What follows belongs to an exercise in optimizing a design on an open flow for small area; a production flow would make more cautious choices.
In this exercise RTL edits were held to simulation tests only and were not proved equivalent to the original.
Power and IR drop assume default switching activity.

==> indigo <==
==> flow/design.v (excerpt) <==
module hw_sensor_regbank
#(
  parameter int P_NO_CH            = 8,
  parameter int P_SIGNED           = 0,
  parameter int P_S_AXI_ADDR_WIDTH = 10,
  parameter int P_S_AXI_DATA_WIDTH = 32
) (
  input  logic                          clk,
  input  logic                          reset,
  input  logic                          sample_valid,
  input  logic [P_NO_CH-1:0][31:0]      sensor_info,
  input  logic [P_S_AXI_ADDR_WIDTH-1:0] s_apb_paddr,
  input  logic                          s_apb_pwrite,
  input  logic                          s_apb_psel,
  input  logic                          s_apb_penable,
  input  logic [P_S_AXI_DATA_WIDTH-1:0] s_apb_pwdata,
  output logic [P_S_AXI_DATA_WIDTH-1:0] s_apb_prdata,
  output logic                          s_apb_pready,
  output logic                          s_apb_pslverr,
  output logic                          irq
);
  localparam logic [31:0] LP_INV = hw_sensor_pkg::LP_INV;
  logic [2:0] w_idx;
  logic       w_val, w_hi, w_lo, w_min, w_max, w_blk;
  logic       w_alarm, w_irqen, w_ctrl, w_info;
  logic       w_err, w_wr, w_access;
  assign w_idx   = s_apb_paddr[4:2];
  assign w_val   = s_apb_paddr[9:5] == 5'b00000;
  assign w_hi    = s_apb_paddr[9:5] == 5'b01000;
  assign w_lo    = s_apb_paddr[9:5] == 5'b01100;
  assign w_min   = s_apb_paddr[9:5] == 5'b10100;
  assign w_max   = s_apb_paddr[9:5] == 5'b11000;
  assign w_blk   = s_apb_paddr[9:4] == 6'b100000;
  assign w_alarm = w_blk & (s_apb_paddr[3:2] == 2'd0);
  assign w_irqen = w_blk & (s_apb_paddr[3:2] == 2'd1);
  assign w_ctrl  = w_blk & (s_apb_paddr[3:2] == 2'd2);
  assign w_info  = w_blk & (s_apb_paddr[3:2] == 2'd3);
  assign w_err    = ~(w_val | w_hi | w_lo | w_min | w_max | w_blk) |
                    (s_apb_pwrite & (w_val | w_min | w_max | w_info));
  assign w_access = s_apb_psel & s_apb_penable;
  assign w_wr     = w_access & s_apb_pwrite & ~w_err;
  logic               r_pend;       
  logic               r_snap_vld;   
  logic               r_mm_vld;     
  logic [P_NO_CH-1:0] r_hi_vld, r_lo_vld;
  logic [P_NO_CH-1:0] r_alarm, r_irq_en;
  logic               r_freeze, r_irq;
  logic [31:0]        r_rd_cap;     
  logic               w_sample, w_clr_minmax;
  logic [P_NO_CH-1:0] w_hi_we, w_lo_we, w_alarm_set, w_min_take, w_max_take;
  logic [31:0]        w_wdata_st;
  assign w_sample     = sample_valid & ~r_freeze;
  ...
==> flow/config.mk <==
export PLATFORM = sky130hd
export DESIGN_NAME = hw_sensor_regbank
export DESIGN_NICKNAME = hw_sensor_regbank
export VERILOG_FILES = /design/flow/design.v
export SDC_FILE = /design/flow/constraint.sdc
export NUM_CORES = 4
export LEC_CHECK = 0
export CAP_MARGIN = 0
export CORE_MARGIN = 2
export CORE_UTILIZATION = 60
export PLACE_DENSITY = 0.7
export SLEW_MARGIN = 0
export SYNTH_HIERARCHICAL = 1
export SYNTH_MINIMUM_KEEP_SIZE = 0
==> flow/constraint.sdc <==
create_clock -name core_clock -period 6.0 [get_ports {clk}]
set_input_delay 1.2000 -clock core_clock [delete_from_list [all_inputs] [get_ports {clk}]]
set_output_delay 1.2000 -clock core_clock [all_outputs]
set_load 0.01 [all_outputs]
standard.sh (not shown) runs the stock make flow with config.mk's settings and CLKGATE_MAP_FILE= SYNTH_SCRIPT=/design/flow/synth_recipe.tcl, a recipe that flattens the netlist after the stock synthesis.
==> flow/flow/run.sh <==
#!/bin/bash
# The standard layout (standard.sh, unchanged synthesis), with two
# placement/CTS arguments changed:
#  - input and output ports are buffered with buf_1 cells
#  - CTS uses clkbuf_4 in clusters of up to 10 sinks within 40 um, and
#    inserts no dummy loads
# make's full output goes to make.log here; ORFS keeps each step's log under
# orfs/logs as usual.
set -euo pipefail
bash standard.sh \
  "BUFFER_PORTS_ARGS=-buffer_cell sky130_fd_sc_hd__buf_1" \
  "CTS_ARGS=-sink_clustering_enable -repair_clock_nets -dont_use_dummy_load -buf_list sky130_fd_sc_hd__clkbuf_4 -sink_clustering_size 10 -sink_clustering_max_diameter 40" \
  finish > make.log 2>&1
==> tundra (differences from indigo) <==
--- a/flow/design.v
+++ b/flow/design.v
@@ -1,10 +1,10 @@
 package hw_sensor_pkg;
-  localparam int LP_NPAIR = 10;
+  localparam int LP_NPAIR = 14;
   function automatic logic [31:0] inv_mask(input int npair);
     logic [31:0] m;
     int          ns;
     ns = 32 - 2 * npair;
     for (int i = 0; i < 32; i++) begin
       if (i < ns) m[i] = (i % 2) == 1;
       else        m[i] = ((ns + (i - ns) / 2) % 2) == 0;
     end
@@ -46,27 +46,37 @@
   hs_nand3 u_q2 (.a(n[8]), .b(n[9]), .c(n[10]), .y(q[2]));
   hs_or3   u_or (.a(q[0]), .b(q[1]), .c(q[2]), .y(w_or));
   if (!P_INV) begin : g_true
     assign y = w_or;
   end else begin : g_inv
     hs_nand2 u_y (.a(w_or), .b(xn), .y(y));
   end
 endmodule
-module hs_cap_bit (
+module hs_cap_bit #(
+  parameter bit P_X = 1'b1
+) (
   input  logic [7:0] d,
   input  logic [7:0] s,
   input  logic       x,
   output logic       y
 );
-  logic [2:0] n;
+  logic [1:0] n;
   hs_a222oi u_l0 (.a1(s[0]), .a2(d[0]), .b1(s[1]), .b2(d[1]), .c1(s[2]), .c2(d[2]), .y(n[0]));
   hs_a222oi u_l1 (.a1(s[3]), .a2(d[3]), .b1(s[4]), .b2(d[4]), .c1(s[5]), .c2(d[5]), .y(n[1]));
-  hs_a222oi u_l2 (.a1(s[6]), .a2(d[6]), .b1(s[7]), .b2(d[7]), .c1(x),    .c2(x),    .y(n[2]));
-  hs_nand3  u_y  (.a(n[0]), .b(n[1]), .c(n[2]), .y(y));
+  if (P_X) begin : g_x
+    logic w_n2;
+    hs_a222oi u_l2 (.a1(s[6]), .a2(d[6]), .b1(s[7]), .b2(d[7]), .c1(x), .c2(x), .y(w_n2));
+    hs_nand3  u_y  (.a(n[0]), .b(n[1]), .c(w_n2), .y(y));
+  end else begin : g_nox
+    logic w_n6, w_n7;
+    hs_nand2 u_l6 (.a(s[6]), .b(d[6]), .y(w_n6));
+    hs_nand2 u_l7 (.a(s[7]), .b(d[7]), .y(w_n7));
+    hs_nand4 u_y  (.a(n[0]), .b(n[1]), .c(w_n6), .d(w_n7), .y(y));
+  end
 endmodule
 module hs_lt #(
   parameter bit P_T0    = 1'b0,
   parameter int P_NPAIR = 4
 ) (
   input  logic [31:0] u,
   input  logic [31:0] v,
   output logic        o
@@ -101,34 +111,31 @@
 module hw_sensor_chan (
   input  logic [31:0] i_snap,
   input  logic [31:0] i_hi_st,
   input  logic [31:0] i_lo_st,
   input  logic [31:0] i_min_st,
   input  logic [31:0] i_max_st,
   output logic [31:0] o_snap_n,    
   output logic        o_hi_lt,     
-  output logic        o_lo_gt,     
-  output logic        o_min_gt,    
+  output logic        o_lo_le,     
+  output logic        o_min_le,    
   output logic        o_max_lt     
 );
   localparam logic [31:0] LP_INV = hw_sensor_pkg::LP_INV;
   logic [31:0] w_sn, w_w;
-  logic        w_lo, w_min;
   for (genvar i = 0; i < 32; i++) begin : g_inv
     hs_inv u_i (.a(i_snap[i]), .y(w_sn[i]));
     assign w_w[i]       = LP_INV[i] ? i_snap[i] : w_sn[i];
   end
-  hs_lt #(.P_T0(1'b0), .P_NPAIR(hw_sensor_pkg::LP_NPAIR)) u_lo  (.u(w_w),     .v(i_lo_st),  .o(w_lo));
-  hs_lt #(.P_T0(1'b0), .P_NPAIR(hw_sensor_pkg::LP_NPAIR)) u_min (.u(w_w),     .v(i_min_st), .o(w_min));
+  hs_lt #(.P_T0(1'b0), .P_NPAIR(hw_sensor_pkg::LP_NPAIR)) u_lo  (.u(w_w),     .v(i_lo_st),  .o(o_lo_le));
+  hs_lt #(.P_T0(1'b0), .P_NPAIR(hw_sensor_pkg::LP_NPAIR)) u_min (.u(w_w),     .v(i_min_st), .o(o_min_le));
   hs_lt #(.P_T0(1'b1), .P_NPAIR(hw_sensor_pkg::LP_NPAIR)) u_hi  (.u(i_hi_st), .v(w_w),      .o(o_hi_lt));
   hs_lt #(.P_T0(1'b1), .P_NPAIR(hw_sensor_pkg::LP_NPAIR)) u_max (.u(i_max_st), .v(w_w),     .o(o_max_lt));
   assign o_snap_n = w_sn;
-  assign o_lo_gt  = ~w_lo;
-  assign o_min_gt = ~w_min;
 endmodule
 module hw_sensor_regbank
 #(
   parameter int P_NO_CH            = 8,
   parameter int P_SIGNED           = 0,
   parameter int P_S_AXI_ADDR_WIDTH = 10,
   parameter int P_S_AXI_DATA_WIDTH = 32
 ) (
@@ -182,37 +189,37 @@
   logic [31:0] r_snap [P_NO_CH];
   logic [31:0] r_thi  [P_NO_CH];
   logic [31:0] r_tlo  [P_NO_CH];
   logic [31:0] r_mn   [P_NO_CH];
   logic [31:0] r_mx   [P_NO_CH];
   logic [31:0] w_snap_n  [P_NO_CH];
   logic [31:0] w_snap_st [P_NO_CH];
   for (genvar gi = 0; gi < P_NO_CH; gi++) begin : g_chan
-    logic w_hi_lt, w_lo_gt, w_min_gt, w_max_lt;
+    logic w_hi_lt, w_lo_le, w_min_le, w_max_lt;
     hw_sensor_chan u_chan (
       .i_snap    (r_snap[gi]),
       .i_hi_st   (r_thi[gi]),
       .i_lo_st   (r_tlo[gi]),
       .i_min_st  (r_mn[gi]),
       .i_max_st  (r_mx[gi]),
       .o_snap_n  (w_snap_n[gi]),
       .o_hi_lt   (w_hi_lt),
-      .o_lo_gt   (w_lo_gt),
-      .o_min_gt  (w_min_gt),
+      .o_lo_le   (w_lo_le),
+      .o_min_le  (w_min_le),
       .o_max_lt  (w_max_lt)
     );
     for (genvar b = 0; b < 32; b++) begin : g_st
       assign w_snap_st[gi][b] = LP_INV[b] ? w_snap_n[gi][b] : r_snap[gi][b];
     end
     assign w_hi_we[gi]     = w_wr & w_hi & (w_idx == 3'(gi));
     assign w_lo_we[gi]     = w_wr & w_lo & (w_idx == 3'(gi));
-    assign w_min_take[gi]  = r_pend & (~r_mm_vld | w_min_gt);
+    assign w_min_take[gi]  = r_pend & ~(r_mm_vld & w_min_le);
     assign w_max_take[gi]  = r_pend & (~r_mm_vld | w_max_lt);
-    assign w_alarm_set[gi] = r_pend & ((r_hi_vld[gi] & w_hi_lt) | (r_lo_vld[gi] & w_lo_gt));
+    assign w_alarm_set[gi] = r_pend & ((r_hi_vld[gi] & w_hi_lt) | (r_lo_vld[gi] & ~w_lo_le));
     always_ff @(posedge clk) begin
       if (w_sample)        r_snap[gi] <= sensor_info[gi];
       if (w_hi_we[gi])     r_thi[gi]  <= w_wdata_st;
       if (w_lo_we[gi])     r_tlo[gi]  <= w_wdata_st;
       if (w_min_take[gi])  r_mn[gi]   <= w_snap_st[gi];
       if (w_max_take[gi])  r_mx[gi]   <= w_snap_st[gi];
     end
   end
@@ -241,26 +248,28 @@
   end
   logic [P_NO_CH-1:0] w_sel_val;
   logic [31:0]        w_rd_cap;
   for (genvar gi = 0; gi < P_NO_CH; gi++) begin : g_sel_val
     assign w_sel_val[gi] = w_val & r_snap_vld & (w_idx == 3'(gi));
   end
   for (genvar b = 0; b < 32; b++) begin : g_cap
     logic [P_NO_CH-1:0] w_d;
-    logic               w_x;
     for (genvar gi = 0; gi < P_NO_CH; gi++) begin : g_d
       assign w_d[gi] = r_snap[gi][b];
     end
     if (b < P_NO_CH) begin : g_al
-      assign w_x = w_alarm & r_alarm[b];
+      hs_cap_bit #(.P_X(1'b1)) u_cap (
+        .d(w_d), .s(w_sel_val), .x(w_alarm & r_alarm[b]), .y(w_rd_cap[b])
+      );
     end else begin : g_no
-      assign w_x = 1'b0;
+      hs_cap_bit #(.P_X(1'b0)) u_cap (
+        .d(w_d), .s(w_sel_val), .x(w_alarm), .y(w_rd_cap[b])
+      );
     end
-    hs_cap_bit u_cap (.d(w_d), .s(w_sel_val), .x(w_x), .y(w_rd_cap[b]));
   end
   always_ff @(posedge clk) r_rd_cap <= w_rd_cap;
   logic [31:0] w_sel, w_rd_now, w_extra;
   logic        w_ones, w_nosel;
   for (genvar gi = 0; gi < P_NO_CH; gi++) begin : g_sel
     assign w_sel[gi]      = w_hi  & r_hi_vld[gi] & (w_idx == 3'(gi));
     assign w_sel[8 + gi]  = w_lo  & r_lo_vld[gi] & (w_idx == 3'(gi));
     assign w_sel[16 + gi] = w_min & r_mm_vld     & (w_idx == 3'(gi));
@@ -283,17 +292,17 @@
       assign w_d[24 + gi] = r_mx[gi][b];
     end
     if (LP_INV[b]) begin : g_inv
       hs_rd_bit #(.P_INV(1'b1)) u_rd (
         .d(w_d), .s(w_sel), .c(w_nosel), .xn(~w_extra[b]), .y(w_rd_now[b])
       );
     end else begin : g_true
       hs_rd_bit #(.P_INV(1'b0)) u_rd (
-        .d(w_d), .s(w_sel), .c(w_extra[b]), .xn(1'b1), .y(w_rd_now[b])
+        .d(w_d), .s(w_sel), .c(w_extra[b]), .xn(w_extra[b]), .y(w_rd_now[b])
       );
     end
   end
   assign s_apb_prdata  = w_rd_now;
   assign s_apb_pready  = w_access;
   assign s_apb_pslverr = w_err;
   assign irq           = r_irq;
 endmodule
==> flow/flow/run.sh (replaced) <==
#!/bin/bash
# The standard layout (standard.sh, unchanged synthesis), with two
# placement/CTS arguments changed:
#  - input and output ports are buffered with buf_1 cells
#  - CTS uses clkbuf_4 in clusters of up to 8 sinks within 40 um, and
#    inserts no dummy loads
# make's full output goes to make.log here; ORFS keeps each step's log under
# orfs/logs as usual.
set -euo pipefail
bash standard.sh \
  "BUFFER_PORTS_ARGS=-buffer_cell sky130_fd_sc_hd__buf_1" \
  "CTS_ARGS=-sink_clustering_enable -repair_clock_nets -dont_use_dummy_load -buf_list sky130_fd_sc_hd__clkbuf_4 -sink_clustering_size 8 -sink_clustering_max_diameter 40" \
  finish > make.log 2>&1
CORE_UTILIZATION = 48   (was 60)
PLACE_DENSITY = 0.6   (was 0.7)
SETUP_SLACK_MARGIN = 0.1   (was unset)
==> notes <==
tundra produced a layout that fails on negative setup slack. indigo ran to the end with violations: negative setup slack. Against tundra, the routed wire length of indigo is lower by about 7%. Against indigo, the clock-buffer cell count of tundra is higher by 33. Critical path depth: indigo is higher than tundra (6). Against indigo, the utilization of tundra is lower by 12 points. Of indigo and tundra, indigo has the higher hold slack (gap 0.068 ns). Area after synthesis: indigo is smaller than tundra (0.90%). Flip-flop and latch count is the same in indigo and tundra. Against indigo, the non-clock buffer count of tundra is higher by 109.
==> figures <==
quantity                                                              indigo                    tundra
Result of the run                                   finished with violations  finished with violations
Layout check failures                                   negative setup slack      negative setup slack
Combined area of all synthesized cells                            62,400 µm²                63,000 µm²
Met2 Track Usage GR                                                    63.0%                     54.7%
Total iterations of the first detailed-routing run                        14                        13
Final worst clock skew                                              0.108 ns                  0.141 ns
Reg2reg end                                                      r_mn[6][10]               r_mn[4][20]
Max-slew headroom at the worst pin                                     10.4%                     18.6%
Vias in the first global route                                        50,400                    51,000
Worst R2R Start                                                 r_snap[6][0]              r_snap[4][0]
Power share of the combinational group                                 11.0%                     11.2%
Buffers & Inverters on Critical Path                                       4                         2
Clock-cell share                                                       2.03%                     2.33%
CTS buffer count                                                         186                       219
Power of the combinational group                                     1940 µW                   2030 µW
Clk pwr share                                                          25.0%                     26.6%
Grt met3 use                                                           14.8%                     8.45%
Total met3 wirelength after detailed routing                       43,400 µm                 39,500 µm
Total power per unit cell area                                    257 nW/µm²                256 nW/µm²

==> re-timing with driven ports <==
How much do the figures lean on ideal ports? The routed layouts below were timed once more, with nothing changed but the port constraints. Step 1 sets driving cells, clkbuf_16 on the clock port and buf_2 on the other inputs (assumed; they add their load-dependent delay and slew). Step 2 also shifts input and output timing later by t, the mid clock arrival at the registers, as if the neighbouring blocks saw the same clock. Slacks: ideal ports / drivers / drivers and shift; pairs: ideal ports / drivers.
| run | t, ns | slack for setup (ns) | hold WS [ns] | latest minus earliest clock arrival (ns) | pins driven straight from the clock port |
|---|---|---|---|---|---|
| indigo | 1.214 | -0.019 / -0.019 / -0.019 | 0.166 / 0.114 / 0.489 | 0.128 / 0.129 | 1 |
| tundra | 1.296 | -0.078 / -0.078 / -0.078 | 0.098 / 0.041 / 0.487 | 0.146 / 0.146 | 1 |
